This design comes from an exercise in tuning for small area, a short achievable clock period and few clock cycles per item on the open sky130 flow, not from production work.
In this exercise RTL edits were held to simulation tests only and were not proved equivalent to the original.
Power and IR drop assume default switching activity.

==> inputs of job 2939 <==
==> flow/design.v <==
package lrb_pkg;
    localparam int unsigned TIME_W = 32;
    localparam int unsigned MS_W = 31;
    localparam int unsigned CFG_IDX_W = 2;
    localparam logic [2:0] MODE_TICK = 3'd0;
    localparam logic [2:0] MODE_LINK_UP = 3'd1;
    localparam logic [2:0] MODE_LINK_DOWN = 3'd2;
    localparam logic [2:0] MODE_RECONNECT = 3'd3;
    localparam logic [2:0] MODE_START_FAILED = 3'd4;
    localparam logic [CFG_IDX_W-1:0] CFG_INITIAL_RETRY = 2'd0;
    localparam logic [CFG_IDX_W-1:0] CFG_MAX_RETRY = 2'd1;
    localparam logic [CFG_IDX_W-1:0] CFG_ATTEMPT_TIMEOUT = 2'd2;
    localparam logic [CFG_IDX_W-1:0] CFG_SETTLE = 2'd3;
    typedef struct packed {
        logic [4:0]        mode_oh;
        logic [TIME_W-1:0] now_ms;
        logic              link_up;
        logic              have_credentials;
        logic              scan_busy;
    } lrb_item_t;
    typedef struct packed {
        logic [MS_W-1:0] initial_retry_ms;
        logic [MS_W-1:0] max_retry_ms;
        logic [MS_W-1:0] attempt_timeout_ms;
        logic [MS_W-1:0] settle_ms;
    } lrb_cfg_t;
endpackage
module lrb_cfg_regs (
    input  logic                          clk,
    input  logic                          rst_n,
    input  logic                          wr_en,
    input  logic [lrb_pkg::CFG_IDX_W-1:0] wr_index,
    input  logic [lrb_pkg::MS_W-1:0]      wr_data,
    output lrb_pkg::lrb_cfg_t             cfg
);
    lrb_pkg::lrb_cfg_t cfg_reg;
    always_ff @(posedge clk or negedge rst_n)
    begin
        if (!rst_n)
        begin
            cfg_reg.initial_retry_ms <= lrb_pkg::MS_W'(1000);
            cfg_reg.max_retry_ms <= lrb_pkg::MS_W'(60000);
            cfg_reg.attempt_timeout_ms <= lrb_pkg::MS_W'(15000);
            cfg_reg.settle_ms <= lrb_pkg::MS_W'(500);
        end
        else if (wr_en)
        begin
            case (wr_index)
                lrb_pkg::CFG_INITIAL_RETRY: cfg_reg.initial_retry_ms <= wr_data;
                lrb_pkg::CFG_MAX_RETRY: cfg_reg.max_retry_ms <= wr_data;
                lrb_pkg::CFG_ATTEMPT_TIMEOUT: cfg_reg.attempt_timeout_ms <= wr_data;
                lrb_pkg::CFG_SETTLE: cfg_reg.settle_ms <= wr_data;
                default: cfg_reg <= cfg_reg;
            endcase
        end
    end
    assign cfg = cfg_reg;
endmodule
module lrb_step (
    input  logic [4:0]  mode_oh,
    input  logic [31:0] now,
    input  logic        link_up,
    input  logic        have_credentials,
    input  logic        scan_busy,
    input  logic        rr,
    input  logic        att,
    input  logic        rp,
    input  logic        wu,
    input  logic        ntv,
    input  logic [30:0] bo,
    input  logic [31:0] tm,
    input  logic [31:0] ep,
    input  lrb_pkg::lrb_cfg_t cfg,
    input  logic        settle_zero,
    output logic        rr_n,
    output logic        att_n,
    output logic        rp_n,
    output logic        wu_n,
    output logic        ntv_n,
    output logic [30:0] bo_n,
    output logic [31:0] tm_n,
    output logic [31:0] ep_n,
    output logic        conn,
    output logic        disc,
    output logic        nup,
    output logic        ndown
);
    function automatic logic carry_out(input logic [31:0] g, input logic [31:0] p, input logic cin);
        logic [31:0] gg;
        logic [31:0] pp;
        gg = g;
        pp = p;
        for (int d = 1; d < 32; d = d * 2)
        begin
            for (int i = 31; i >= d; i--)
            begin
                gg[i] = gg[i] | (pp[i] & gg[i - d]);
                pp[i] = pp[i] & pp[i - d];
            end
        end
        carry_out = gg[31] | (pp[31] & cin);
    endfunction
    logic        m_tick, m_up, m_down, m_recon, m_fail;
    logic [31:0] add_a;
    logic [30:0] add_b;
    logic [31:0] sum;
    logic [31:0] ntm;
    logic        c31;
    logic        no_wrap;
    logic        reached;
    logic [31:0] tmo_n;
    logic [31:0] csa_s;
    logic [31:0] csa_c;
    logic        csa_k;
    logic        timed_out;
    logic        late;
    logic [31:0] dbl;
    logic [30:0] bo_sched;
    logic        active;
    logic        t_ok, t_rr_go, t_rp, t_att, t_idle, d_s, f_s;
    logic        conn0, conn1, sched0, sched1, sched;
    logic        clr, tm_sum;
    logic [31:0] tm_if0, tm_if1;
    logic [30:0] bo_if0, bo_if1;
    assign {m_fail, m_recon, m_down, m_up, m_tick} = mode_oh;
    assign active = att || link_up;
    assign add_a = m_fail ? tm : now;
    assign add_b = (m_tick && rr) ? (active ? cfg.settle_ms : 31'd0) : bo;
    assign sum   = add_a + {1'b0, add_b};
    assign ntm     = ~tm;
    assign c31     = carry_out({1'b0, now[30:0] & ntm[30:0]}, {1'b1, now[30:0] | ntm[30:0]}, 1'b1);
    assign no_wrap = carry_out(now & ntm, now | ntm, 1'b1);
    assign reached = !(now[31] ^ ntm[31] ^ c31);
    assign tmo_n     = ~{1'b0, cfg.attempt_timeout_ms};
    assign csa_s     = now ^ ntm ^ tmo_n;
    assign csa_c     = (now & ntm) | (now & tmo_n) | (ntm & tmo_n);
    assign csa_k     = carry_out({csa_s[31:2] & csa_c[30:1], 2'b00},
                                 {csa_s[31:2] | csa_c[30:1], 2'b11},
                                 csa_s[1] | csa_c[0]);
    assign timed_out = (csa_c[31] && csa_k) || ((csa_c[31] ^ csa_k) && !no_wrap);
    assign dbl      = {bo, 1'b0};
    assign bo_sched = (dbl < {1'b0, cfg.max_retry_ms}) ? dbl[30:0] : cfg.max_retry_ms;
    assign t_ok    = m_tick && have_credentials && !link_up;
    assign t_rr_go = t_ok && rr && !scan_busy && (!att || settle_zero);
    assign t_rp    = t_ok && !rr && rp;
    assign t_att   = t_ok && !rr && !rp && att;
    assign t_idle  = t_ok && !rr && !rp && !att;
    assign d_s     = m_down && have_credentials && !rp;
    assign f_s     = m_fail && att;
    assign late    = t_att ? timed_out : reached;
    assign conn0  = t_rr_go || (t_idle && !ntv);
    assign conn1  = t_rr_go || (t_rp && !scan_busy) || t_idle;
    assign sched0 = f_s || (d_s && !ntv);
    assign sched1 = f_s || d_s || t_att;
    assign conn   = late ? conn1 : conn0;
    assign sched  = late ? sched1 : sched0;
    assign clr    = m_up || (m_tick && (rr || !have_credentials));
    assign tm_sum = m_tick && rr;
    assign rr_n  = m_recon || (rr && !m_tick);
    assign wu_n  = m_up || (wu && !m_down);
    assign ep_n  = (m_up || m_down) ? ep + 32'd1 : ep;
    assign att_n = conn || (att && !(m_up || m_down || m_fail || (m_tick && (rr || !have_credentials)) ||
                                     (t_att && timed_out)));
    assign rp_n  = (m_tick && rr && have_credentials && !t_rr_go) ||
                   (rp && !(m_up || (m_tick && !have_credentials) || conn));
    assign ntv_n = sched || (ntv && !clr && !conn);
    assign tm_if0 = conn0 ? now : ((sched0 || tm_sum) ? sum : tm);
    assign tm_if1 = conn1 ? now : ((sched1 || tm_sum) ? sum : tm);
    assign bo_if0 = (m_up || (m_tick && rr)) ? cfg.initial_retry_ms : (sched0 ? bo_sched : bo);
    assign bo_if1 = (m_up || (m_tick && rr)) ? cfg.initial_retry_ms : (sched1 ? bo_sched : bo);
    assign tm_n   = late ? tm_if1 : tm_if0;
    assign bo_n   = late ? bo_if1 : bo_if0;
    assign disc  = (m_tick && rr && active) || (t_att && timed_out);
    assign nup   = m_up && !wu;
    assign ndown = m_down && wu;
endmodule
module link_reconnect_backoff_controller (
    input  logic                          clk,
    input  logic                          rst_n,
    input  logic                          cfg_wr_en,
    input  logic [lrb_pkg::CFG_IDX_W-1:0] cfg_index,
    input  logic [lrb_pkg::MS_W-1:0]      cfg_wr_data,
    input  logic                          items_valid,
    output logic                          items_ready,
    input  logic [2:0]                    items_mode,
    input  logic [lrb_pkg::TIME_W-1:0]    items_now_ms,
    input  logic                          items_link_up,
    input  logic                          items_have_credentials,
    input  logic                          items_scan_busy,
    output logic                          results_valid,
    input  logic                          results_ready,
    output logic                          results_cmd_connect,
    output logic                          results_cmd_disconnect,
    output logic                          results_notify_up,
    output logic                          results_notify_down,
    output logic                          results_attempt_active,
    output logic [lrb_pkg::TIME_W-1:0]    results_event_epoch,
    output logic [lrb_pkg::MS_W-1:0]      results_current_backoff_ms
);
    lrb_pkg::lrb_cfg_t  cfg;
    lrb_pkg::lrb_item_t s1_item_reg;
    logic        s1_valid_reg;
    logic        out_valid_reg;
    logic        advance;
    logic        settle_zero;
    logic        no_rr_reg, att_reg, rp_reg, wu_reg, ntv_reg;
    logic [30:0] bo_reg;
    logic [31:0] tm_reg;
    logic [31:0] ep_reg;
    logic        rr_n, att_n, rp_n, wu_n, ntv_n;
    logic [30:0] bo_n;
    logic [31:0] tm_n;
    logic [31:0] ep_n;
    logic        conn, disc, nup, ndown;
    logic [3:0]  cmd_reg;
    lrb_cfg_regs u_cfg (
        .clk      (clk),
        .rst_n    (rst_n),
        .wr_en    (cfg_wr_en),
        .wr_index (cfg_index),
        .wr_data  (cfg_wr_data),
        .cfg      (cfg)
    );
    assign settle_zero = (cfg.settle_ms == '0);
    lrb_step u_step (
        .mode_oh          (s1_item_reg.mode_oh),
        .now              (s1_item_reg.now_ms),
        .link_up          (s1_item_reg.link_up),
        .have_credentials (s1_item_reg.have_credentials),
        .scan_busy        (s1_item_reg.scan_busy),
        .rr               (!no_rr_reg),
        .att              (att_reg),
        .rp               (rp_reg),
        .wu               (wu_reg),
        .ntv              (ntv_reg),
        .bo               (bo_reg),
        .tm               (tm_reg),
        .ep               (ep_reg),
        .cfg              (cfg),
        .settle_zero      (settle_zero),
        .rr_n             (rr_n),
        .att_n            (att_n),
        .rp_n             (rp_n),
        .wu_n             (wu_n),
        .ntv_n            (ntv_n),
        .bo_n             (bo_n),
        .tm_n             (tm_n),
        .ep_n             (ep_n),
        .conn             (conn),
        .disc             (disc),
        .nup              (nup),
        .ndown            (ndown)
    );
    assign advance = s1_valid_reg && (!out_valid_reg || results_ready);
    assign items_ready = !s1_valid_reg || advance;
    always_ff @(posedge clk)
    begin
        if (items_valid && items_ready)
        begin
            s1_item_reg.mode_oh <= {items_mode == lrb_pkg::MODE_START_FAILED,
                                    items_mode == lrb_pkg::MODE_RECONNECT,
                                    items_mode == lrb_pkg::MODE_LINK_DOWN,
                                    items_mode == lrb_pkg::MODE_LINK_UP,
                                    items_mode == lrb_pkg::MODE_TICK};
            s1_item_reg.now_ms <= items_now_ms;
            s1_item_reg.link_up <= items_link_up;
            s1_item_reg.have_credentials <= items_have_credentials;
            s1_item_reg.scan_busy <= items_scan_busy;
        end
        if (advance)
        begin
            cmd_reg <= {conn, disc, nup, ndown};
            tm_reg <= tm_n;
        end
    end
    always_ff @(posedge clk or negedge rst_n)
    begin
        if (!rst_n)
        begin
            s1_valid_reg <= 1'b0;
            out_valid_reg <= 1'b0;
            no_rr_reg <= 1'b0;
            att_reg <= 1'b0;
            rp_reg <= 1'b0;
            wu_reg <= 1'b0;
            ntv_reg <= 1'b0;
            bo_reg <= '0;
            ep_reg <= '0;
        end
        else
        begin
            if (items_ready)
            begin
                s1_valid_reg <= items_valid;
            end
            if (advance)
            begin
                out_valid_reg <= 1'b1;
                no_rr_reg <= !rr_n;
                att_reg <= att_n;
                rp_reg <= rp_n;
                wu_reg <= wu_n;
                ntv_reg <= ntv_n;
                bo_reg <= bo_n;
                ep_reg <= ep_n;
            end
            else if (results_ready)
            begin
                out_valid_reg <= 1'b0;
            end
        end
    end
    assign results_valid = out_valid_reg;
    assign results_cmd_connect = cmd_reg[3];
    assign results_cmd_disconnect = cmd_reg[2];
    assign results_notify_up = cmd_reg[1];
    assign results_notify_down = cmd_reg[0];
    assign results_attempt_active = att_reg;
    assign results_event_epoch = ep_reg;
    assign results_current_backoff_ms = bo_reg;
endmodule
==> flow/flow/run.sh <==
#!/bin/bash
# The standard layout, with two changes:
# - the smallest plain buffer as the port buffer (every port is still buffered; the
#   standard flow picks a delay cell, and the footprint-matched resizing keeps it);
# - no separate half/full adder extraction before ABC maps the logic (the same
#   synthesis otherwise, so the same registers with the same names and cells).
set -euo pipefail
export BUFFER_PORTS_ARGS="-buffer_cell sky130_fd_sc_hd__buf_1"
export ADDER_MAP_FILE=
bash standard.sh > standard.log 2>&1
==> flow/standard.sh <==
#!/bin/bash
# synth_recipe.tcl (not shown) runs the flow's synth.tcl, then flattens the netlist and writes it again
# the make line also repeats each setting of config.mk as NAME=value (left out here)
make -C /OpenROAD-flow-scripts/flow DESIGN_CONFIG=/design/flow/config.mk WORK_HOME=/design/flow/orfs CLKGATE_MAP_FILE= SYNTH_SCRIPT=/design/flow/synth_recipe.tcl "${@:-finish}"
==> flow/config.mk <==
export PLATFORM = sky130hd
export DESIGN_NAME = link_reconnect_backoff_controller
export DESIGN_NICKNAME = link_reconnect_backoff_controller
export VERILOG_FILES = /design/flow/design.v
export SDC_FILE = /design/flow/constraint.sdc
export NUM_CORES = 4
export LEC_CHECK = 0
export CAP_MARGIN = 20
export CORE_MARGIN = 2
export CORE_UTILIZATION = 40
export CTS_CLUSTER_DIAMETER = 200
export CTS_CLUSTER_SIZE = 25
export SETUP_SLACK_MARGIN = 3.5
export SLEW_MARGIN = 20
==> flow/constraint.sdc <==
create_clock -name core_clock -period 7.5 [get_ports {clk}]
set_input_delay 1.5000 -clock core_clock [delete_from_list [all_inputs] [get_ports {clk}]]
set_output_delay 1.5000 -clock core_clock [all_outputs]
set_load 0.01 [all_outputs]
==> inputs of job 5039, as changes to job 2939 <==
--- a/flow/design.v
+++ b/flow/design.v
@@ -203,7 +203,7 @@
     logic        out_valid_reg;
     logic        advance;
     logic        settle_zero;
-    logic        no_rr_reg, att_reg, rp_reg, wu_reg, ntv_reg;
+    logic        rr_reg, att_reg, rp_reg, wu_reg, ntv_reg;
     logic [30:0] bo_reg;
     logic [31:0] tm_reg;
     logic [31:0] ep_reg;
@@ -228,7 +228,7 @@
         .link_up          (s1_item_reg.link_up),
         .have_credentials (s1_item_reg.have_credentials),
         .scan_busy        (s1_item_reg.scan_busy),
-        .rr               (!no_rr_reg),
+        .rr               (rr_reg),
         .att              (att_reg),
         .rp               (rp_reg),
         .wu               (wu_reg),
@@ -279,7 +279,7 @@
         begin
             s1_valid_reg <= 1'b0;
             out_valid_reg <= 1'b0;
-            no_rr_reg <= 1'b0;
+            rr_reg <= 1'b1;
             att_reg <= 1'b0;
             rp_reg <= 1'b0;
             wu_reg <= 1'b0;
@@ -296,7 +296,7 @@
             if (advance)
             begin
                 out_valid_reg <= 1'b1;
-                no_rr_reg <= !rr_n;
+                rr_reg <= rr_n;
                 att_reg <= att_n;
                 rp_reg <= rp_n;
                 wu_reg <= wu_n;
--- a/flow/config.mk
+++ b/flow/config.mk
@@ -7,8 +7,7 @@
 export LEC_CHECK = 0
 export CAP_MARGIN = 20
 export CORE_MARGIN = 2
-export CORE_UTILIZATION = 40
-export CTS_CLUSTER_DIAMETER = 200
-export CTS_CLUSTER_SIZE = 25
+export CORE_UTILIZATION = 65
+export PLACE_DENSITY = 0.75
 export SETUP_SLACK_MARGIN = 3.5
 export SLEW_MARGIN = 20
==> inputs of job 9668, as changes to job 2939 <==
--- a/flow/design.v
+++ b/flow/design.v
@@ -12,7 +12,7 @@
     localparam logic [CFG_IDX_W-1:0] CFG_ATTEMPT_TIMEOUT = 2'd2;
     localparam logic [CFG_IDX_W-1:0] CFG_SETTLE = 2'd3;
     typedef struct packed {
-        logic [4:0]        mode_oh;
+        logic [2:0]        mode;
         logic [TIME_W-1:0] now_ms;
         logic              link_up;
         logic              have_credentials;
@@ -57,7 +57,7 @@
     assign cfg = cfg_reg;
 endmodule
 module lrb_step (
-    input  logic [4:0]  mode_oh,
+    input  logic [2:0]  mode,
     input  logic [31:0] now,
     input  logic        link_up,
     input  logic        have_credentials,
@@ -120,9 +120,11 @@
     logic        t_ok, t_rr_go, t_rp, t_att, t_idle, d_s, f_s;
     logic        conn0, conn1, sched0, sched1, sched;
     logic        clr, tm_sum;
-    logic [31:0] tm_if0, tm_if1;
-    logic [30:0] bo_if0, bo_if1;
-    assign {m_fail, m_recon, m_down, m_up, m_tick} = mode_oh;
+    assign m_tick  = (mode == lrb_pkg::MODE_TICK);
+    assign m_up    = (mode == lrb_pkg::MODE_LINK_UP);
+    assign m_down  = (mode == lrb_pkg::MODE_LINK_DOWN);
+    assign m_recon = (mode == lrb_pkg::MODE_RECONNECT);
+    assign m_fail  = (mode == lrb_pkg::MODE_START_FAILED);
     assign active = att || link_up;
     assign add_a = m_fail ? tm : now;
     assign add_b = (m_tick && rr) ? (active ? cfg.settle_ms : 31'd0) : bo;
@@ -164,12 +166,8 @@
     assign rp_n  = (m_tick && rr && have_credentials && !t_rr_go) ||
                    (rp && !(m_up || (m_tick && !have_credentials) || conn));
     assign ntv_n = sched || (ntv && !clr && !conn);
-    assign tm_if0 = conn0 ? now : ((sched0 || tm_sum) ? sum : tm);
-    assign tm_if1 = conn1 ? now : ((sched1 || tm_sum) ? sum : tm);
-    assign bo_if0 = (m_up || (m_tick && rr)) ? cfg.initial_retry_ms : (sched0 ? bo_sched : bo);
-    assign bo_if1 = (m_up || (m_tick && rr)) ? cfg.initial_retry_ms : (sched1 ? bo_sched : bo);
-    assign tm_n   = late ? tm_if1 : tm_if0;
-    assign bo_n   = late ? bo_if1 : bo_if0;
+    assign tm_n  = conn ? now : ((sched || tm_sum) ? sum : tm);
+    assign bo_n  = (m_up || (m_tick && rr)) ? cfg.initial_retry_ms : (sched ? bo_sched : bo);
     assign disc  = (m_tick && rr && active) || (t_att && timed_out);
     assign nup   = m_up && !wu;
     assign ndown = m_down && wu;
@@ -203,7 +201,7 @@
     logic        out_valid_reg;
     logic        advance;
     logic        settle_zero;
-    logic        no_rr_reg, att_reg, rp_reg, wu_reg, ntv_reg;
+    logic        rr_reg, att_reg, rp_reg, wu_reg, ntv_reg;
     logic [30:0] bo_reg;
     logic [31:0] tm_reg;
     logic [31:0] ep_reg;
@@ -223,12 +221,12 @@
     );
     assign settle_zero = (cfg.settle_ms == '0);
     lrb_step u_step (
-        .mode_oh          (s1_item_reg.mode_oh),
+        .mode             (s1_item_reg.mode),
         .now              (s1_item_reg.now_ms),
         .link_up          (s1_item_reg.link_up),
         .have_credentials (s1_item_reg.have_credentials),
         .scan_busy        (s1_item_reg.scan_busy),
-        .rr               (!no_rr_reg),
+        .rr               (rr_reg),
         .att              (att_reg),
         .rp               (rp_reg),
         .wu               (wu_reg),
@@ -257,11 +255,7 @@
     begin
         if (items_valid && items_ready)
         begin
-            s1_item_reg.mode_oh <= {items_mode == lrb_pkg::MODE_START_FAILED,
-                                    items_mode == lrb_pkg::MODE_RECONNECT,
-                                    items_mode == lrb_pkg::MODE_LINK_DOWN,
-                                    items_mode == lrb_pkg::MODE_LINK_UP,
-                                    items_mode == lrb_pkg::MODE_TICK};
+            s1_item_reg.mode <= items_mode;
             s1_item_reg.now_ms <= items_now_ms;
             s1_item_reg.link_up <= items_link_up;
             s1_item_reg.have_credentials <= items_have_credentials;
@@ -279,7 +273,7 @@
         begin
             s1_valid_reg <= 1'b0;
             out_valid_reg <= 1'b0;
-            no_rr_reg <= 1'b0;
+            rr_reg <= 1'b1;
             att_reg <= 1'b0;
             rp_reg <= 1'b0;
             wu_reg <= 1'b0;
@@ -296,7 +290,7 @@
             if (advance)
             begin
                 out_valid_reg <= 1'b1;
-                no_rr_reg <= !rr_n;
+                rr_reg <= rr_n;
                 att_reg <= att_n;
                 rp_reg <= rp_n;
                 wu_reg <= wu_n;
==> flow/run.sh (new file) <==
#!/bin/bash
# synth_recipe.tcl (not shown) runs the flow's synth.tcl, then flattens the netlist and writes it again
# the make line also repeats each setting of config.mk as NAME=value (left out here)
make -C /OpenROAD-flow-scripts/flow DESIGN_CONFIG=/design/flow/config.mk WORK_HOME=/design/flow/orfs CLKGATE_MAP_FILE= SYNTH_SCRIPT=/design/flow/synth_recipe.tcl finish
--- a/flow/config.mk
+++ b/flow/config.mk
@@ -8,7 +8,5 @@
 export CAP_MARGIN = 20
 export CORE_MARGIN = 2
 export CORE_UTILIZATION = 40
-export CTS_CLUSTER_DIAMETER = 200
-export CTS_CLUSTER_SIZE = 25
-export SETUP_SLACK_MARGIN = 3.5
+export SETUP_SLACK_MARGIN = 2
 export SLEW_MARGIN = 20
removed: flow/flow/run.sh
removed: flow/standard.sh
==> results.txt <==
- Job 5039 completed without violations. Job 9668 produced a clean layout. Job 2939 produced a clean layout.
- Between job 2939 and job 5039, the lower area after synthesis is in job 5039 (gap about 1%, measured against job 5039).
- The lowest via count belongs to job 9668, the highest to job 5039.
- Combinational power: job 2939 > job 5039 > job 9668.
- In job 9668 the setup slack is worse than in job 5039, by 1.2 ns.
- The lowest maximum frequency belongs to job 9668, the highest to job 2939.
- The highest clock power belongs to job 9668, the lowest to job 2939.
- In job 2939 the final area is lower than in job 9668, by 8.3%.
- Die area: job 2939 is smaller than job 9668 (2.2%).
- In job 9668 the count of clock-buffer cells in the layout is higher than in job 5039, by 17.
==> figures <==
Die area: job 9668 42500 um2; job 5039 25600 um2; job 2939 41600 um2
Worst Setup Slack post-DPL: job 9668 1.84 ns; job 5039 2.74 ns; job 2939 2.63 ns
Layout-stage area growth over the synthesis result: job 9668 19.7%; job 5039 15.7%; job 2939 12.2%
Min Tclk post-route: job 9668 5.15 ns; job 5039 3.97 ns; job 2939 3.95 ns
WL met1: job 9668 18800 um; job 5039 18800 um; job 2939 20700 um
Max VDD drop: job 9668 0.242 mV; job 5039 0.233 mV; job 2939 0.127 mV
Largest incremental delay on the critical path: job 9668 0.79 ns; job 5039 0.68 ns; job 2939 0.53 ns
Number of enable-type register cells in the synthesized netlist: job 9668 74; job 5039 76; job 2939 76
Initial antenna violation count: job 9668 0; job 5039 0; job 2939 1
Non-clk buf share: job 9668 8.35%; job 5039 5.42%; job 2939 4.77%
Synth Area in Compound Gates: job 9668 12.9%; job 5039 15.6%; job 2939 14.2%
Placer congestion estimate: job 9668 0.853; job 5039 0.895; job 2939 0.890
Period utilisation layout: job 9668 68.6%; job 5039 53.0%; job 2939 52.7%
Signal buffers: job 9668 164; job 5039 194; job 2939 178
Fraction of the yosys area taken by sequential cells: job 9668 43.5%; job 5039 45.3%; job 2939 44.8%
Power consumed by sequential cells: job 9668 0.00213 W; job 5039 0.00241 W; job 2939 0.00242 W
Post-synthesis instance total: job 9668 1467; job 5039 1493; job 2939 1549
Outcome: job 9668 finished clean; job 5039 finished clean; job 2939 finished clean
Synthesized area divided by synthesized cell count: job 9668 11.2 um2; job 5039 10.6 um2; job 2939 10.3 um2
Fraction of area in multi-input gates: job 9668 43.9%; job 5039 46.3%; job 2939 47.8%
Testbench counts of job 2939, summed over its fixed seeds: cycles 12,016, items 12,000.
Testbench counts of job 5039, summed over its fixed seeds: cycles 12,016, items 12,000.
Testbench counts of job 9668, summed over its fixed seeds: cycles 12,016, items 12,000.

## re-timing with driven ports
Ports are ideal in the flow. The routed layouts listed here were re-timed in OpenROAD. Step 1 assumes that a clkbuf_16 drives the clock port and a buf_2 every other input. Step 2 adds t to the input delays and takes it off the output delays; t is the mean of the earliest and latest rising clock arrival at the registers after step 1. Input paths then give back, and output paths get back, about the clock's delay inside the block. Slacks: no drivers / after step 1 / after step 2; pairs: no drivers / after step 1.
| run | t (ns) | slack for setup (ns) | worst register clock-pin slew, ns | cell pins on the clock port's net |
|---|---|---|---|---|
| job 2939 | 0.561 | 3.550 / 3.550 / 3.254 | 0.12 / 0.12 | 1 |
| job 5039 | 0.622 | 3.529 / 3.529 / 3.171 | 0.07 / 0.07 | 1 |
| job 9668 | 0.595 | 2.355 / 2.355 / 2.355 | 0.06 / 0.06 | 1 |
After both steps every run listed still meets setup and hold. The setup slack of job 5039, which loses most, moves by 0.000 ns with the drivers and by -0.358 ns with both steps.
